Context: an optimization exercise on an open-source flow, tuned for small area, a short achievable clock period and few clock cycles. The choices shown serve that exercise and are no tape-out recipe.
Where RTL was checked, it was by simulation tests only, not by an equivalence proof against the original.
Power and IR drop assume default switching activity.

## build 52
==> flow/design.v (excerpt) <==
module rms_level_meter_peak_hold #(
    parameter int MAX_FRAMES = rlm_pkg::RLM_MAX_FRAMES
) (
    input  logic                                i_clk,
    input  logic                                i_rst_n,
    input  logic                                i_in_valid,
    output logic                                o_in_ready,
    input  logic signed [rlm_pkg::SAMPLE_W-1:0] i_sample,
    input  logic                                i_last_sample,
    output logic                                o_out_valid,
    input  logic                                i_out_ready,
    output logic [rlm_pkg::LEVEL_W-1:0]         o_level,
    output logic [rlm_pkg::LEVEL_W-1:0]         o_peak_level
);
    logic          r_rdy;      
    logic [7:0]    r_cnt;      
    logic [7:0]    r_ncap;     
    logic [14:0]   r_y;        
    logic          r_s;        
    logic          r_v;        
    logic          r_cl;       
    logic          r_done;     
    logic          r_xfer;     
    logic          r_zero;     
    logic [30:0]   r_as;       
    logic [30:0]   r_ac;
    logic          r_c31;      
    logic [7:0]    r_hi;       
    logic [6:0]    r_pk;
    wire       w_busy;
    wire       w_fin;
    wire       w_ov;
    wire [6:0] w_level;
    wire w_full    = ~r_cl & ((r_v & (r_cnt == 8'd254)) | (~r_v & (r_cnt == 8'd255)));
    wire w_take_in = i_in_valid & r_rdy & i_rst_n;
    wire w_close   = w_take_in & (i_last_sample | w_full);
    wire w_block   = r_cl | r_done | w_busy;
  ...
For scale: about 1300 cells after synthesis, roughly 210 flip-flops, ~37 I/O pins, ~13000 um2 of cells after synthesis.
clock: 10.0 ns
lec_check: 0
abc_clock_period_in_ps: 3000
cap_margin: 20
core_margin: 2
core_utilization: 40
cts_buf_list: sky130_fd_sc_hd__clkbuf_8
cts_cluster_diameter: 60
cts_cluster_size: 16
gpl_timing_driven: 1
slew_margin: 20
standard.sh (not shown) runs the stock make flow with config.mk's settings and CLKGATE_MAP_FILE= SYNTH_SCRIPT=/design/flow/synth_recipe.tcl, a recipe that flattens the netlist after the stock synthesis.
==> flow/flow/run.sh <==
#!/bin/bash
# The standard layout, with repair_timing aiming well past the 10 ns clock so that the
# resizer sizes gates and buffers for the period this design can reach, and a plain buffer
# (not a delay cell) on each port. Constraints unchanged.
set -euo pipefail
MARGIN=$(cat flow/margin.txt)
bash standard.sh SETUP_SLACK_MARGIN=$MARGIN "BUFFER_PORTS_ARGS=-buffer_cell sky130_fd_sc_hd__buf_2" finish > standard_flow.log 2>&1
==> flow/flow/margin.txt <==
6.8
Testbench counts of build 52, summed over its fixed seeds: cycles 32,134.
The inputs of build 26 differ from those of build 52 as listed below.
- removing GPL_TIMING_DRIVEN (formerly 1)
==> flow/flow/margin.txt <==
6.5
Results
Build 52 has lower fraction of area in clock buffers and inverters than build 26. Build 52 → build 26: buffers plus inverters on the worst setup path went down by 1, non-clock buffer contribution to total cell area went down by 0.76 points. For the combinational power, build 26 came in 4.2% lower than build 52 did. From build 52 to build 26 the numbers moved as follows: global-route usage flat; worst hold slack up 10 ps. For build 26, the worst setup path endpoint was u_lvl.r_r[39]$_SDFF_PP0_, unlike build 52, where it was r_ac[17]$_DFF_P_.
diff inputs: build 26 => build 78
==> flow/flow/margin.txt <==
6.9
Notes after the runs:
Cmp build 78 vs build 26: count of clock-buffer cells in the layout lower in build 78
| routed wire length | build 78 vs build 26 | worse |
Part of the power in registers: build 78 < build 26
A critical path endpoint of u_lvl.r_r[39]$_SDFF_PP0_ is what build 26 shows, while r_ac[17]$_DFF_P_ belongs to build 78.
Compared to build 26, build 78 shows a wider setup margin.
Via count delta (build 78 − build 26): unfavourable
On minimum clock period, the higher figure sits with build 26, not build 78.
## Diff of input files: build 48 against build 78
- CORE_UTILIZATION: 40 -> 60
- PLACE_DENSITY: unset -> 0.8
==> flow/flow/margin.txt <==
6.8
### Flow results
Changes observed in build 48 relative to build 78: routed metal-1 wire length dropped about 9%, post-route minimum period rose 79 ps, hold slack ~0 delta, part of the power in the clock network rose 1.3 points, detailed-route via count picked up an extra 127.
Comparing build 78 against build 48, there is no change at all in share of synthesized area spent on multiplexers.
Of the two values seen for type of the worst setup path, flip-flop to primary output was produced by build 48 and flip-flop to flip-flop by build 78.
Sequential share of layout area was higher in the run labelled build 48.

* * *

rms_level_meter_peak_hold, a different RTL version from the one above (not shown whole).
For scale: about 1700 cells after synthesis, roughly 220 flip-flops, ~37 I/O pins.
clock: 10.0 ns
lec_check: 0
abc_area: 1
abc_clock_period_in_ps: 3000
cap_margin: 20
core_margin: 2
core_utilization: 40
cts_buf_list: sky130_fd_sc_hd__clkbuf_16
cts_cluster_diameter: 100
cts_cluster_size: 30
slew_margin: 20
synth_hierarchical: 1
==> flow/flow/margin.txt <==
6.95
Scripts as last shown in full above: flow/flow/run.sh
The baseline produced a clean layout.
Testbench counts at the start, summed over its fixed seeds: cycles 32,158.
Next try:
Settings changed: ABC_AREA 1 to default.
After rerunning: The changed run passed the timing, design-rule and antenna checks. Sequential power hardly moves. Power goes down by 8.9%. Area after synthesis goes down by 3.0%. Design area goes down by 3.5%. Clock power goes down by about 2%.
Next try:
==> flow/flow/margin.txt (replaced) <==
6.8
Settings changed: CTS_BUF_LIST sky130_fd_sc_hd__clkbuf_16 to sky130_fd_sc_hd__clkbuf_8, CTS_CLUSTER_DIAMETER 100 to 60, CTS_CLUSTER_SIZE 30 to 16.
The changed run produced a clean layout.
Routed wire length fell by 1.0%.
Design area hardly moves.
Global-route usage fell by 0.16 points.
Cell count rose by 0.88%.
Power rose by 0.44%.
Clock skew rose by 0.031 ns.
Setup slack got worse by 0.086 ns.
Worst hold slack is about the same.

* * *

Another version of the RTL of rms_level_meter_peak_hold (not shown whole).
For scale: about 190 flip-flops, ~37 I/O pins.
export LEC_CHECK = 0
export ABC_CLOCK_PERIOD_IN_PS = 3000
export CAP_MARGIN = 20
export CORE_MARGIN = 2
export CORE_UTILIZATION = 40
export SLEW_MARGIN = 20
create_clock -name core_clock -period 10.0 [get_ports {i_clk}]
==> flow/flow/run.sh <==
#!/bin/bash
# The standard layout, with repair_timing aiming well past the 10 ns clock so that the
# resizer sizes gates and buffers for the period this design can reach. Constraints unchanged.
set -euo pipefail
MARGIN=$(cat flow/margin.txt)
bash standard.sh SETUP_SLACK_MARGIN=$MARGIN finish > standard_flow.log 2>&1
==> flow/flow/margin.txt <==
7.4
The first run went through all stages and came out clean.
Testbench counts at the start, summed over its fixed seeds: cycles 31,858.
Next try:
==> flow/flow/margin.txt (replaced) <==
7.0
Effect: The changed run produced a clean layout; final area falls by a few percent; power decreases by a few percent; final cell count falls by a few percent.
Next try:
==> flow/run.sh (new file) <==
#!/bin/bash
# synth_recipe.tcl (not shown) runs the flow's synth.tcl, then flattens the netlist and writes it again
# the make line also repeats each setting of config.mk as NAME=value (left out here)
make -C /OpenROAD-flow-scripts/flow DESIGN_CONFIG=/design/flow/config.mk WORK_HOME=/design/flow/orfs CLKGATE_MAP_FILE= SYNTH_SCRIPT=/design/flow/synth_recipe.tcl finish
removed: flow/flow/run.sh
removed: flow/flow/margin.txt
removed: flow/standard.sh
After rerunning: The new run completed without violations; non-clock buffer count came out lower by 56; design area came out lower by 5.6%; global-route usage came out lower by 0.21 points; maximum frequency came out lower by 21%; sequential cell count stays the same; utilization came out lower by 2.6 points.

* * *

## oak
RTL: one of the versions met above, not the one the previous note started from.
Size: about 1300 cells after synthesis, roughly 220 flip-flops.
clock: 10.0 ns
lec_check: 0
abc_clock_period_in_ps: 3000
cap_margin: 20
core_margin: 2
core_utilization: 40
cts_buf_list: sky130_fd_sc_hd__clkbuf_16
cts_cluster_diameter: 100
cts_cluster_size: 30
slew_margin: 20
synth_hierarchical: 1
==> flow/flow/run.sh <==
#!/bin/bash
# The standard layout, with repair_timing aiming well past the 10 ns clock so that the
# resizer sizes gates and buffers for the period this design can reach, and a plain buffer
# (not a delay cell) on each port. Constraints unchanged.
set -euo pipefail
MARGIN=$(cat flow/margin.txt)
bash standard.sh SETUP_SLACK_MARGIN=$MARGIN "BUFFER_PORTS_ARGS=-buffer_cell sky130_fd_sc_hd__buf_2" finish > standard_flow.log 2>&1
==> flow/flow/margin.txt <==
6.9
Testbench counts of oak, summed over its fixed seeds: cycles 32,158.
#### Input delta (pine over oak)
# oak
export LEC_CHECK = 0
export ABC_CLOCK_PERIOD_IN_PS = 3000
export CAP_MARGIN = 20
export CORE_MARGIN = 2
export CORE_UTILIZATION = 40
export CTS_BUF_LIST = sky130_fd_sc_hd__clkbuf_16
export CTS_CLUSTER_DIAMETER = 100
export CTS_CLUSTER_SIZE = 30
export SLEW_MARGIN = 20
export SYNTH_HIERARCHICAL = 1
create_clock -name core_clock -period 10.0 [get_ports {i_clk}]
# pine
export LEC_CHECK = 0
export ABC_CLOCK_PERIOD_IN_PS = 3000
export CAP_MARGIN = 20
export CORE_MARGIN = 2
export CORE_UTILIZATION = 40
export CTS_BUF_LIST = sky130_fd_sc_hd__clkbuf_8 sky130_fd_sc_hd__clkbuf_16
export CTS_CLUSTER_DIAMETER = 80
export CTS_CLUSTER_SIZE = 24
export SLEW_MARGIN = 20
export SYNTH_HIERARCHICAL = 1
create_clock -name core_clock -period 10.0 [get_ports {i_clk}]
==> notes.md <==
The run showing the smaller hold slack is pine.
Taking oak as the reference, in pine clock transition at the register clock pins on the worst setup and hold paths after CTS lower, sequential share of layout area saw a decrease, core utilization rose 0.57 points, final standard cell area without fillers increased 180 um^2.
As far as multi-input combinational cell area is concerned, oak and pine perform about the same.

* * *

rms_level_meter_peak_hold, a different RTL version from the one above (not shown whole).
For scale: about 220 flip-flops, about 37 I/O pins.
export LEC_CHECK = 0
export ABC_CLOCK_PERIOD_IN_PS = 3000
export CAP_MARGIN = 20
export CORE_MARGIN = 2
export CORE_UTILIZATION = 40
export CTS_BUF_LIST = sky130_fd_sc_hd__clkbuf_16
export CTS_CLUSTER_DIAMETER = 100
export CTS_CLUSTER_SIZE = 30
export SLEW_MARGIN = 20
export SYNTH_HIERARCHICAL = 1
create_clock -name core_clock -period 10.0 [get_ports {i_clk}]
Scripts as last shown in full above: flow/flow/run.sh, flow/flow/margin.txt
Testbench counts at the start, summed over its fixed seeds: cycles 32,158.
==> next run, changes <==
==> flow/flow/margin.txt (replaced) <==
7.05
Sequential power stays flat. Total power rose by 3.4%. Global-route usage barely changes. Final area is higher by 2.3%. Fmax barely changes.
==> next run, changes <==
==> flow/flow/margin.txt (replaced) <==
6.95
- CORE_UTILIZATION: 40 -> 60
The new run produced a clean layout.
Via count is about the same.
Worst setup slack gets better by 0.013 ns.
Wire length came out lower slightly.
Synthesized cell count stays the same.
Cell area decreases by a few percent.
Power went down slightly.
Utilization went up by 20 points.
Clock skew decreases by 0.0064 ns.
Die area drops by a quarter to a third.
Non-clock buffer count fell by 11.
Clock power grows by a few percent.
==> next run, changes <==
- CORE_UTILIZATION: 60 -> 50
=> The new run completed without violations. Routed wire length is about the same. Combinational power decreases slightly. Setup slack is about the same. Synthesized area does not change. Die area increases by about a fifth. Total power decreases slightly. Sequential power hardly moves. Final area hardly moves. Core utilization decreases by 11 points. Via count hardly moves. Non-clock buffer count decreases by 1.

* * *

Starting RTL as in the previous note.
==> flow/config.mk <==
export PLATFORM = sky130hd
export DESIGN_NAME = rms_level_meter_peak_hold
export DESIGN_NICKNAME = rms_level_meter_peak_hold
export VERILOG_FILES = /design/flow/design.v
export SDC_FILE = /design/flow/constraint.sdc
export NUM_CORES = 4
export LEC_CHECK = 0
export ABC_CLOCK_PERIOD_IN_PS = 3000
export CAP_MARGIN = 20
export CORE_MARGIN = 2
export CORE_UTILIZATION = 40
export CTS_BUF_LIST = sky130_fd_sc_hd__clkbuf_16
export CTS_CLUSTER_DIAMETER = 100
export CTS_CLUSTER_SIZE = 30
export SLEW_MARGIN = 20
export SYNTH_HIERARCHICAL = 1
==> flow/constraint.sdc <==
create_clock -name core_clock -period 10.0 [get_ports {i_clk}]
set_input_delay 2.0000 -clock core_clock [delete_from_list [all_inputs] [get_ports {i_clk}]]
set_output_delay 2.0000 -clock core_clock [all_outputs]
set_load 0.01 [all_outputs]
==> flow/flow/margin.txt <==
7.15
Scripts as last shown in full above: flow/flow/run.sh
Testbench counts at the start, summed over its fixed seeds: cycles 32,158.
Edit:
==> flow/flow/margin.txt (replaced) <==
6.95
--- a/flow/config.mk
+++ b/flow/config.mk
@@ -10,3 +10,3 @@
 export CORE_MARGIN = 2
-export CORE_UTILIZATION = 40
+export CORE_UTILIZATION = 50
 export CTS_BUF_LIST = sky130_fd_sc_hd__clkbuf_16
@@ -14,2 +14,3 @@
 export CTS_CLUSTER_SIZE = 30
+export PLACE_DENSITY = 0.65
 export SLEW_MARGIN = 20
After rerunning: Non-clock buffer count falls by 23; cell count drops by a few percent; critical path depth stays the same; cell area fell by a few percent.
Edit:
--- a/flow/config.mk
+++ b/flow/config.mk
@@ -10,3 +10,3 @@
 export CORE_MARGIN = 2
-export CORE_UTILIZATION = 50
+export CORE_UTILIZATION = 40
 export CTS_BUF_LIST = sky130_fd_sc_hd__clkbuf_16
The changed run produced a clean layout.
Routed wire length went up by a few percent.
Maximum frequency is about the same.
Sequential cell count is unchanged.
Final cell count rose by a few percent.
Worst hold slack got worse by 11 ps.
Non-clock buffer count goes down by 1.
Edit:
--- a/flow/config.mk
+++ b/flow/config.mk
@@ -14,3 +14,2 @@
 export CTS_CLUSTER_SIZE = 30
-export PLACE_DENSITY = 0.65
 export SLEW_MARGIN = 20
Routed wire length increases slightly. Maximum frequency decreases slightly. Die area stays the same. Final area stays flat. Clock-buffer cell count is unchanged.

* * *

## job 6740
rms_level_meter_peak_hold, a different RTL version from the one above (not shown whole).
For scale: ~1300 cells after synthesis, roughly 230 flip-flops.
clock: 10.0 ns
lec_check: 0
abc_clock_period_in_ps: 3000
cap_margin: 20
core_margin: 2
core_utilization: 40
cts_buf_list: sky130_fd_sc_hd__clkbuf_4 sky130_fd_sc_hd__clkbuf_8
cts_cluster_size: 24
slew_margin: 20
==> flow/flow/run.sh <==
#!/bin/bash
# The standard layout, with repair_timing aiming well past the 10 ns clock so that the
# resizer sizes gates and buffers for the period this design can reach. Constraints unchanged.
set -euo pipefail
MARGIN=$(cat flow/margin.txt)
bash standard.sh SETUP_SLACK_MARGIN=$MARGIN finish > standard_flow.log 2>&1
==> flow/flow/margin.txt <==
6.8
Input-level comparison between job 2978 and job 6740:
Settings: CORE_UTILIZATION changed from 40 to 65; PLACE_DENSITY newly set to 0.75.
==> notes.md <==
Job 2978: layout-stage area growth over the synthesis result is 2.7 points lower than what job 6740 reported.
In job 2978, met2 capacity usage during global routing is higher than in job 6740.
Row transition time at the pin with the least slew margin: job 2978 lower / job 6740 higher
Clock skew for job 2978: 0.016 ns down relative to job 6740
Compared to job 6740, job 2978 has via density per instance 14% higher.
Compared with job 6740, in job 2978 die area fell by 38%, wire length fell by 870 µm.
diff inputs: job 2978 => job 4284
Settings: a deleted CTS_CLUSTER_SIZE that had been 24; a change of CORE_UTILIZATION from 65 to 40; a deleted CTS_BUF_LIST that had been sky130_fd_sc_hd__clkbuf_4 sky130_fd_sc_hd__clkbuf_8; a deleted PLACE_DENSITY that had been 0.75.
### Flow results
Diff job 2978 -> job 4284: combinational cell fraction of total power now sits higher; share of synthesized cell area in full adder, half adder and majority cells held; global-route met1 utilization went down; final weighted congestion in routability-driven placement -about 2.8%.
Clock share of power: lower on job 4284
Total overflow reported by the global router came out exactly the same in job 4284 and job 2978.
Taking job 2978 as the reference, in job 4284 time the worst path needs with I/O delays and setup climbed 0.0069 ns, area enclosed by the die boundary climbed 14000 µm², maximum operating frequency barely changed.
Function was not checked in any run of this note: the RTL went through the layout flow alone.

* * *

RTL: one of the versions met above, not the one the previous note started from.
For scale: ~1300 cells after synthesis, about 37 I/O pins, roughly 13000 um^2 of cells after synthesis.
Settings: LEC_CHECK=0, ABC_CLOCK_PERIOD_IN_PS=3000, CAP_MARGIN=20, CORE_MARGIN=2, CORE_UTILIZATION=40, CTS_BUF_LIST=sky130_fd_sc_hd__clkbuf_8, CTS_CLUSTER_DIAMETER=60, CTS_CLUSTER_SIZE=16, SLEW_MARGIN=20; clock period 10.0 ns.
==> flow/flow/run.sh <==
#!/bin/bash
# The standard layout, with repair_timing aiming well past the 10 ns clock so that the
# resizer sizes gates and buffers for the period this design can reach, and a plain buffer
# (not a delay cell) on each port. Constraints unchanged.
set -euo pipefail
MARGIN=$(cat flow/margin.txt)
bash standard.sh SETUP_SLACK_MARGIN=$MARGIN "BUFFER_PORTS_ARGS=-buffer_cell sky130_fd_sc_hd__buf_2" finish > standard_flow.log 2>&1
Scripts as last shown in full above: flow/flow/margin.txt
Testbench counts at the start, summed over its fixed seeds: cycles 32,134.
Edit:
==> flow/flow/margin.txt (replaced) <==
7.0
Effect:
- design area rises by 4.5%
- count of clock-buffer cells in the layout is unchanged
- sequential share of layout area falls by 1.1 points
- setup slack is better by 0.084 ns
- via count rises by 3.1%
- clock skew hardly moves
- first-iteration DRC count rises by 29%
Edit:
--- a/flow/flow/run.sh
+++ b/flow/flow/run.sh
@@ -5,3 +5,3 @@
 set -euo pipefail
 MARGIN=$(cat flow/margin.txt)
-bash standard.sh SETUP_SLACK_MARGIN=$MARGIN "BUFFER_PORTS_ARGS=-buffer_cell sky130_fd_sc_hd__buf_2" finish > standard_flow.log 2>&1
+bash standard.sh SETUP_SLACK_MARGIN=$MARGIN "BUFFER_PORTS_ARGS=-buffer_cell sky130_fd_sc_hd__buf_2" REMOVE_ABC_BUFFERS=1 finish > standard_flow.log 2>&1
==> flow/flow/margin.txt (replaced) <==
6.8
The changed run completed without violations; final cell count fell by 1.5%; setup slack degrades by 0.089 ns; clock-buffer cell count does not change.

separate check: timing with driven ports:
No port has a modelled driver above. Below, the same layouts with a new extraction and two added sets of constraints. Step 1, drivers: a clkbuf_16 drives i_clk and a buf_2 each remaining input, both assumed. Step 2 adds t to the input delays and takes it off the output delays; t is the mean of the earliest and latest rising clock arrival at the registers after step 1. Input paths then give back, and output paths get back, about the clock's delay inside the block. a / b / c = ideal ports / drivers / drivers and shift; a / b = the first two.
run	shift t [ns]	setup WS [ns]	pins driven straight from the clock port
build 52	0.592	6.880 / 6.832 / 6.542	1
build 26	0.592	6.634 / 6.634 / 6.207	1
build 78	0.589	6.938 / 6.899 / 6.538	1
build 48	0.584	6.858 / 6.818 / 6.534	1
the first run of note 2	0.522	6.970 / 6.925 / 6.631	1
the second run of note 2	0.520	6.992 / 6.944 / 6.577	1
the third run of note 2	0.592	6.906 / 6.860 / 6.500	1
the first run of note 3	0.506	6.761 / 6.761 / 6.761	1
the second run of note 3	0.488	6.825 / 6.825 / 6.676	1
the third run of note 3	0.499	5.980 / 5.980 / 5.845	1
oak	0.524	6.981 / 6.933 / 6.573	1
pine	0.547	6.956 / 6.906 / 6.575	1
the first run of note 5	0.523	6.979 / 6.930 / 6.530	1
the second run of note 5	0.532	6.982 / 6.935 / 6.516	1
the third run of note 5	0.525	6.996 / 6.949 / 6.502	1
the fourth run of note 5	0.525	6.993 / 6.947 / 6.530	1
the first run of note 6	0.520	6.962 / 6.914 / 6.589	1
the second run of note 6	0.511	6.992 / 6.947 / 6.574	1
the third run of note 6	0.518	6.984 / 6.935 / 6.564	1
the fourth run of note 6	0.520	6.968 / 6.922 / 6.530	1
job 6740	0.596	6.855 / 6.809 / 6.563	1
job 2978	0.587	6.829 / 6.790 / 6.536	1
job 4284	0.581	6.822 / 6.788 / 6.563	1
the first run of note 8	0.592	6.880 / 6.832 / 6.542	1
the second run of note 8	0.584	6.963 / 6.918 / 6.729	1
the third run of note 8	0.589	6.874 / 6.830 / 6.517	1
After both steps setup and hold are still met in every run listed. The setup slack of the third run of note 5, which loses most, moves by -0.047 ns with the drivers and by -0.494 ns with both steps.
